This is an optimization exercise on Yosys and OpenROAD, whose aim is small area, not a production implementation. Function was checked by simulation only, so behaviour that the tests miss may differ from the original. Power is estimated from default activity; no workload was simulated.

==> v21: inputs <==
==> flow/design.v <==
package regfile_pkg;
  localparam int DEFAULT_DATA_W   = 32;
  localparam int DEFAULT_NUM_REGS = 32;
  localparam int DEFAULT_NUM_RD   = 2;
endpackage
module regfile_clear_seq #(
  parameter int NUM_REGS = 32,
  parameter int ADDR_W   = $clog2(NUM_REGS)
) (
  input  logic              clk,
  input  logic              rst,
  input  logic              clearReq,
  output logic              busy,
  output logic [ADDR_W-1:0] clrAddr
);
  logic [ADDR_W:0] cnt;
  always_ff @(posedge clk or posedge rst) begin
    if (rst)       cnt <= '0;
    else if (busy) cnt <= cnt + 1'b1;
    else           cnt <= {clearReq, {ADDR_W{1'b0}}};
  end
  assign busy    = cnt[ADDR_W];
  assign clrAddr = cnt[ADDR_W-1:0];
endmodule
module regfile_multiport #(
  parameter int DATA_W   = regfile_pkg::DEFAULT_DATA_W,
  parameter int NUM_REGS = regfile_pkg::DEFAULT_NUM_REGS,
  parameter int NUM_RD   = regfile_pkg::DEFAULT_NUM_RD,
  parameter int ZERO_REG = 1
) (
  input  logic                                clk,
  input  logic                                rst,
  input  logic                                we,
  input  logic [$clog2(NUM_REGS)-1:0]         waddr,
  input  logic [DATA_W-1:0]                   wdata,
  input  logic [DATA_W/8-1:0]                 wstrb,
  input  logic [NUM_RD*$clog2(NUM_REGS)-1:0]  raddr,
  output logic [NUM_RD*DATA_W-1:0]            rdata,
  input  logic                                clear_req,
  output logic                                busy
);
  localparam int ADDR_W = $clog2(NUM_REGS);
  localparam int STRB_W = DATA_W / 8;
  localparam int FIRST  = (ZERO_REG != 0) ? 1 : 0;
  logic [ADDR_W-1:0] clrAddr;
  logic [ADDR_W-1:0] rowAddr;    
  logic              rowAct;     
  regfile_clear_seq #(.NUM_REGS(NUM_REGS)) uClearSeq (
    .clk      (clk),
    .rst      (rst),
    .clearReq (clear_req),
    .busy     (busy),
    .clrAddr  (clrAddr)
  );
  logic [DATA_W-1:0] wrData;
  for (genvar c = 0; c < DATA_W; c++) begin : gWrData
    assign wrData[c] = wdata[c] && wstrb[c / 8];
  end
  assign rowAddr = busy ? clrAddr : waddr;
  assign rowAct  = busy || we;
  logic [NUM_REGS*DATA_W-1:0] mem;     
  logic [NUM_REGS-1:0]        valid;
  logic [NUM_RD*NUM_REGS-1:0] rdSel;    
  for (genvar r = 0; r < NUM_REGS; r++) begin : gRow
    if (r < FIRST) begin : gZero
      assign mem[r*DATA_W +: DATA_W] = '0;
      assign valid[r]                = 1'b0;
    end else begin : gLive
      logic hit, wrRow, clrRow, vld;
      logic [DATA_W-1:0] q;
      logic [STRB_W-1:0] hold;
      assign hit    = rowAct && (rowAddr == ADDR_W'(r));
      assign wrRow  = hit && !busy;
      assign clrRow = hit && busy;
      always_ff @(posedge clk or posedge rst) begin
        if (rst) vld <= 1'b0;
        else     vld <= (vld || wrRow) && !clrRow;
      end
      assign valid[r]                = vld;
      assign mem[r*DATA_W +: DATA_W] = q;
      regfile_holdctl #(.STRB_W(STRB_W)) uHold (.wrRow(wrRow), .vld(vld), .strb(wstrb), .hold(hold));
      for (genvar b = 0; b < STRB_W; b++) begin : gByte
        logic [7:0] qNext;
        for (genvar i = 0; i < 8; i++) begin : gBit
          regfile_ao22 uNext (
            .a1 (q[b*8 + i]), .a2 (hold[b]), .b1 (wrData[b*8 + i]), .b2 (wrRow), .y (qNext[i])
          );
        end
        always_ff @(posedge clk) begin
          q[b*8 +: 8] <= qNext;
        end
      end
    end
    for (genvar k = 0; k < NUM_RD; k++) begin : gSel
      assign rdSel[k*NUM_REGS + r] = valid[r] && (raddr[k*ADDR_W +: ADDR_W] == ADDR_W'(r));
    end
  end
  localparam int NLIVE = NUM_REGS - FIRST;      
  localparam int NAOI  = NLIVE / 3;             
  localparam int NREST = NLIVE - 3 * NAOI;      
  localparam int NTERM = NAOI + (NREST != 0 ? 1 : 0);
  for (genvar k = 0; k < NUM_RD; k++) begin : gRd
    for (genvar d = 0; d < DATA_W; d++) begin : gBit
      logic [NTERM-1:0] termN;    
      for (genvar g = 0; g < NAOI; g++) begin : gAoi
        localparam int R = FIRST + 3 * g;
        regfile_aoi222 uAoi (
          .a1 (rdSel[k*NUM_REGS + R]),     .a2 (mem[R*DATA_W + d]),
          .b1 (rdSel[k*NUM_REGS + R + 1]), .b2 (mem[(R+1)*DATA_W + d]),
          .c1 (rdSel[k*NUM_REGS + R + 2]), .c2 (mem[(R+2)*DATA_W + d]),
          .y  (termN[g])
        );
      end
      if (NREST == 1) begin : gRest1
        localparam int R = FIRST + 3 * NAOI;
        regfile_nand2 uNand (.a(rdSel[k*NUM_REGS + R]), .b(mem[R*DATA_W + d]), .y(termN[NAOI]));
      end else if (NREST == 2) begin : gRest2
        localparam int R = FIRST + 3 * NAOI;
        regfile_aoi22 uAoi (
          .a1 (rdSel[k*NUM_REGS + R]),     .a2 (mem[R*DATA_W + d]),
          .b1 (rdSel[k*NUM_REGS + R + 1]), .b2 (mem[(R+1)*DATA_W + d]),
          .y  (termN[NAOI])
        );
      end
      regfile_or_n #(.N(NTERM)) uOr (.inN(termN), .y(rdata[k*DATA_W + d]));
    end
  end
endmodule
module regfile_aoi222 (
  input  logic a1, a2, b1, b2, c1, c2,
  output logic y
);
  assign y = !((a1 && a2) || (b1 && b2) || (c1 && c2));
endmodule
module regfile_aoi22 (
  input  logic a1, a2, b1, b2,
  output logic y
);
  assign y = !((a1 && a2) || (b1 && b2));
endmodule
module regfile_nand2 (
  input  logic a, b,
  output logic y
);
  assign y = !(a && b);
endmodule
module regfile_or_n #(
  parameter int N = 11
) (
  input  logic [N-1:0] inN,
  output logic         y
);
  assign y = !(&inN);
endmodule
module regfile_holdctl #(
  parameter int STRB_W = 4
) (
  input  logic              wrRow,
  input  logic              vld,
  input  logic [STRB_W-1:0] strb,
  output logic [STRB_W-1:0] hold
);
  logic wrInv;
  assign wrInv = wrRow && !vld;
  for (genvar b = 0; b < STRB_W; b++) begin : gByte
    assign hold[b] = !((wrRow && strb[b]) || wrInv);
  end
endmodule
module regfile_ao22 (
  input  logic a1, a2, b1, b2,
  output logic y
);
  assign y = (a1 && a2) || (b1 && b2);
endmodule
==> flow/flow/run.sh <==
#!/bin/bash
# Own layout flow: the standard layout (standard synthesis unchanged), with two changes:
# the port buffers use buf_2 cells instead of the default delay-buffer cell, and clock tree
# synthesis inserts no dummy loads. Each tool's output stays in ORFS's per-step logs under
# orfs/logs/; make's own output goes to standard.log here.
set -euo pipefail
bash standard.sh finish \
  "BUFFER_PORTS_ARGS=-buffer_cell sky130_fd_sc_hd__buf_2" \
  "CTS_ARGS=-sink_clustering_enable -repair_clock_nets -dont_use_dummy_load -sink_clustering_size 32 -sink_clustering_max_diameter 80 -buf_list sky130_fd_sc_hd__clkbuf_16" \
  > standard.log 2>&1
==> flow/standard.sh <==
#!/bin/bash
# synth_recipe.tcl (not shown) runs the flow's synth.tcl, then flattens the netlist and writes it again
# the make line also repeats each setting of config.mk as NAME=value (left out here)
make -C /OpenROAD-flow-scripts/flow DESIGN_CONFIG=/design/flow/config.mk WORK_HOME=/design/flow/orfs CLKGATE_MAP_FILE= SYNTH_SCRIPT=/design/flow/synth_recipe.tcl "${@:-finish}"
==> flow/config.mk <==
export PLATFORM = sky130hd
export DESIGN_NAME = regfile_multiport
export DESIGN_NICKNAME = regfile_multiport
export VERILOG_FILES = /design/flow/design.v
export SDC_FILE = /design/flow/constraint.sdc
export NUM_CORES = 4
export LEC_CHECK = 0
export CAP_MARGIN = 10
export CORE_MARGIN = 2
export CORE_UTILIZATION = 50
export CTS_BUF_LIST = sky130_fd_sc_hd__clkbuf_16
export CTS_CLUSTER_DIAMETER = 80
export CTS_CLUSTER_SIZE = 32
export GPL_ROUTABILITY_DRIVEN = 1
export PLACE_DENSITY = 0.6
export SETUP_SLACK_MARGIN = 0.2
export SLEW_MARGIN = 10
export SYNTH_HIERARCHICAL = 1
==> flow/constraint.sdc <==
create_clock -name core_clock -period 6.5 [get_ports {clk}]
set_input_delay 1.3000 -clock core_clock [delete_from_list [all_inputs] [get_ports {clk}]]
set_output_delay 1.3000 -clock core_clock [all_outputs]
set_load 0.01 [all_outputs]
==> v23: changes against v21 <==
==> flow/design.v (replaced) <==
package regfile_pkg;
  localparam int DEFAULT_DATA_W   = 32;
  localparam int DEFAULT_NUM_REGS = 32;
  localparam int DEFAULT_NUM_RD   = 2;
endpackage
module regfile_clear_seq #(
  parameter int NUM_REGS = 32,
  parameter int ADDR_W   = $clog2(NUM_REGS)
) (
  input  logic              clk,
  input  logic              rst,
  input  logic              clearReq,
  output logic              busy,
  output logic [ADDR_W-1:0] clrAddr
);
  logic [ADDR_W:0] cnt;
  always_ff @(posedge clk or posedge rst) begin
    if (rst)       cnt <= '0;
    else if (busy) cnt <= cnt + 1'b1;
    else           cnt <= {clearReq, {ADDR_W{1'b0}}};
  end
  assign busy    = cnt[ADDR_W];
  assign clrAddr = cnt[ADDR_W-1:0];
endmodule
module regfile_multiport #(
  parameter int DATA_W   = regfile_pkg::DEFAULT_DATA_W,
  parameter int NUM_REGS = regfile_pkg::DEFAULT_NUM_REGS,
  parameter int NUM_RD   = regfile_pkg::DEFAULT_NUM_RD,
  parameter int ZERO_REG = 1
) (
  input  logic                                clk,
  input  logic                                rst,
  input  logic                                we,
  input  logic [$clog2(NUM_REGS)-1:0]         waddr,
  input  logic [DATA_W-1:0]                   wdata,
  input  logic [DATA_W/8-1:0]                 wstrb,
  input  logic [NUM_RD*$clog2(NUM_REGS)-1:0]  raddr,
  output logic [NUM_RD*DATA_W-1:0]            rdata,
  input  logic                                clear_req,
  output logic                                busy
);
  localparam int ADDR_W = $clog2(NUM_REGS);
  localparam int STRB_W = DATA_W / 8;
  localparam int FIRST  = (ZERO_REG != 0) ? 1 : 0;
  logic [ADDR_W-1:0] clrAddr;
  regfile_clear_seq #(.NUM_REGS(NUM_REGS)) uClearSeq (
    .clk      (clk),
    .rst      (rst),
    .clearReq (clear_req),
    .busy     (busy),
    .clrAddr  (clrAddr)
  );
  logic [NUM_REGS*DATA_W-1:0] mem;     
  logic [NUM_REGS-1:0]        valid;
  logic [NUM_RD*NUM_REGS-1:0] rdSel;    
  for (genvar r = 0; r < NUM_REGS; r++) begin : gRow
    if (r < FIRST) begin : gZero
      assign mem[r*DATA_W +: DATA_W] = '0;
      assign valid[r]                = 1'b0;
    end else begin : gLive
      logic wrRow, clrRow, vld;
      logic [DATA_W-1:0] q;
      logic [STRB_W-1:0] ld, hold;
      assign wrRow  = we && !busy && (waddr == ADDR_W'(r));
      assign clrRow = busy && (clrAddr == ADDR_W'(r));
      always_ff @(posedge clk or posedge rst) begin
        if (rst) vld <= 1'b0;
        else     vld <= (vld || wrRow) && !clrRow;
      end
      assign valid[r]                = vld;
      assign mem[r*DATA_W +: DATA_W] = q;
      for (genvar b = 0; b < STRB_W; b++) begin : gByte
        assign ld[b]   = wrRow && wstrb[b];
        assign hold[b] = !(wrRow && (wstrb[b] || !vld));
        always_ff @(posedge clk) begin
          q[b*8 +: 8] <= (q[b*8 +: 8] & {8{hold[b]}}) | (wdata[b*8 +: 8] & {8{ld[b]}});
        end
      end
    end
    for (genvar k = 0; k < NUM_RD; k++) begin : gSel
      assign rdSel[k*NUM_REGS + r] = valid[r] && (raddr[k*ADDR_W +: ADDR_W] == ADDR_W'(r));
    end
  end
  always_comb begin
    rdata = '0;
    for (int k = 0; k < NUM_RD; k++)
      for (int r = FIRST; r < NUM_REGS; r++)
        rdata[k*DATA_W +: DATA_W] = rdata[k*DATA_W +: DATA_W] | (mem[r*DATA_W +: DATA_W] & {DATA_W{rdSel[k*NUM_REGS + r]}});
  end
endmodule
==> flow/run.sh (new file) <==
#!/bin/bash
# synth_recipe.tcl (not shown) runs the flow's synth.tcl, then flattens the netlist and writes it again
# the make line also repeats each setting of config.mk as NAME=value (left out here)
make -C /OpenROAD-flow-scripts/flow DESIGN_CONFIG=/design/flow/config.mk WORK_HOME=/design/flow/orfs CLKGATE_MAP_FILE= SYNTH_SCRIPT=/design/flow/synth_recipe.tcl finish
Settings changed: CAP_MARGIN 10 to 20, CORE_UTILIZATION 50 to 30, CTS_BUF_LIST sky130_fd_sc_hd__clkbuf_16 to unset, CTS_CLUSTER_DIAMETER 80 to unset, CTS_CLUSTER_SIZE 32 to unset, PLACE_DENSITY 0.6 to 0.45, SETUP_SLACK_MARGIN 0.2 to unset, SLEW_MARGIN 10 to 20, SYNTH_HIERARCHICAL 1 to unset.
removed: flow/flow/run.sh
removed: flow/standard.sh
==> v17: changes against v21 <==
--- a/flow/design.v
+++ b/flow/design.v
@@ -44,6 +44,4 @@
   localparam int FIRST  = (ZERO_REG != 0) ? 1 : 0;
   logic [ADDR_W-1:0] clrAddr;
-  logic [ADDR_W-1:0] rowAddr;    
-  logic              rowAct;     
   regfile_clear_seq #(.NUM_REGS(NUM_REGS)) uClearSeq (
     .clk      (clk),
@@ -57,6 +55,4 @@
     assign wrData[c] = wdata[c] && wstrb[c / 8];
   end
-  assign rowAddr = busy ? clrAddr : waddr;
-  assign rowAct  = busy || we;
   logic [NUM_REGS*DATA_W-1:0] mem;     
   logic [NUM_REGS-1:0]        valid;
@@ -67,10 +63,9 @@
       assign valid[r]                = 1'b0;
     end else begin : gLive
-      logic hit, wrRow, clrRow, vld;
+      logic wrRow, clrRow, vld;
       logic [DATA_W-1:0] q;
       logic [STRB_W-1:0] hold;
-      assign hit    = rowAct && (rowAddr == ADDR_W'(r));
-      assign wrRow  = hit && !busy;
-      assign clrRow = hit && busy;
+      assign wrRow  = we && !busy && (waddr == ADDR_W'(r));
+      assign clrRow = busy && (clrAddr == ADDR_W'(r));
       always_ff @(posedge clk or posedge rst) begin
         if (rst) vld <= 1'b0;
@@ -79,14 +74,8 @@
       assign valid[r]                = vld;
       assign mem[r*DATA_W +: DATA_W] = q;
-      regfile_holdctl #(.STRB_W(STRB_W)) uHold (.wrRow(wrRow), .vld(vld), .strb(wstrb), .hold(hold));
       for (genvar b = 0; b < STRB_W; b++) begin : gByte
-        logic [7:0] qNext;
-        for (genvar i = 0; i < 8; i++) begin : gBit
-          regfile_ao22 uNext (
-            .a1 (q[b*8 + i]), .a2 (hold[b]), .b1 (wrData[b*8 + i]), .b2 (wrRow), .y (qNext[i])
-          );
-        end
+        assign hold[b] = !(wrRow && (wstrb[b] || !vld));
         always_ff @(posedge clk) begin
-          q[b*8 +: 8] <= qNext;
+          q[b*8 +: 8] <= (q[b*8 +: 8] & {8{hold[b]}}) | (wrData[b*8 +: 8] & {8{wrRow}});
         end
       end
@@ -153,22 +142,2 @@
   assign y = !(&inN);
 endmodule
-module regfile_holdctl #(
-  parameter int STRB_W = 4
-) (
-  input  logic              wrRow,
-  input  logic              vld,
-  input  logic [STRB_W-1:0] strb,
-  output logic [STRB_W-1:0] hold
-);
-  logic wrInv;
-  assign wrInv = wrRow && !vld;
-  for (genvar b = 0; b < STRB_W; b++) begin : gByte
-    assign hold[b] = !((wrRow && strb[b]) || wrInv);
-  end
-endmodule
-module regfile_ao22 (
-  input  logic a1, a2, b1, b2,
-  output logic y
-);
-  assign y = (a1 && a2) || (b1 && b2);
-endmodule
==> flow/run.sh (new file) <==
#!/bin/bash
# synth_recipe.tcl (not shown) runs the flow's synth.tcl, then flattens the netlist and writes it again
# the make line also repeats each setting of config.mk as NAME=value (left out here)
make -C /OpenROAD-flow-scripts/flow DESIGN_CONFIG=/design/flow/config.mk WORK_HOME=/design/flow/orfs CLKGATE_MAP_FILE= SYNTH_SCRIPT=/design/flow/synth_recipe.tcl finish
Settings changed: CAP_MARGIN 10 to 20, CORE_UTILIZATION 50 to 40, CTS_BUF_LIST sky130_fd_sc_hd__clkbuf_16 to unset, CTS_CLUSTER_DIAMETER 80 to unset, CTS_CLUSTER_SIZE 32 to unset, PLACE_DENSITY 0.6 to 0.5, SETUP_SLACK_MARGIN 0.2 to 0.4, SLEW_MARGIN 10 to 20.
removed: flow/flow/run.sh
removed: flow/standard.sh
==> metrics.yaml <==
worst_clock_skew_ns: 0.0237
inverters: 13
htree_num_levels: 3
power_sequential_mw: 7.01
worst-path-buf-inv: 3
run_status: "no timing/DRC/antenna violations"
pwr-share-seq_pct: 47.8
groute.layer.met2.usage_pct: 57.5
startpoint: "raddr[6]"
synth_area_leaders: "dfxtp_1 47%, o2bb2ai_1 21%, a222oi_1 15%"
pre_cts_ws_ns: 0.370
-- figures above: v17

==> metrics.yaml <==
htree_num_levels: 3
pwr-share-seq_pct: 41.5
so_faults: "setup timing"
run_status: "complete, but fails checks"
worst_clock_skew_ns: 0.0252
final-setup-viol-count: 7
power_sequential_mw: 7.43
setup_ws_ns: -0.133
-- figures above: v23

==> metrics.yaml <==
groute.layer.met2.usage_pct: 66.5
startpoint: "raddr[4]"
worst-path-buf-inv: 2
finalNonFillerCells: 4826
synth_area_leaders: "dfxtp_1 49%, a22o_1 21%, a222oi_1 17%"
inverters: 48
synth_edf_count: 0
pwr-share-seq_pct: 60.2
pre_cts_ws_ns: 1.16
run_status: "no timing/DRC/antenna violations"
power_sequential_mw: 7.33
htree_num_levels: 2
-- figures above: v21

-- afterwards: timing with drivers on the ports --
Ports are ideal in the flow. The routed layouts listed here were re-timed in OpenROAD. Step 1 sets driving cells, clkbuf_16 on the clock port and buf_2 on the other inputs (assumed; they add their load-dependent delay and slew). Step 2, shift: input delay + t, output delay - t, t = (earliest + latest rising clock arrival at the registers) / 2. This alone moves slack from input paths to output paths. a / b / c = no drivers / after step 1 / after step 2; a / b = the first two.
| run | t, ns | slack for setup (ns) | cell pins on the clock port's net |
|---|---|---|---|
| v21 | 0.701 | 0.691 / 0.531 / 0.531 | 1 |
| v23 | 0.861 | -0.133 / -0.276 / -0.276 | 1 |
| v17 | 0.788 | 0.409 / 0.370 / 0.370 | 1 |
The setup slack of v21, which loses most, moves by -0.160 ns with the drivers and by -0.160 ns with both steps.
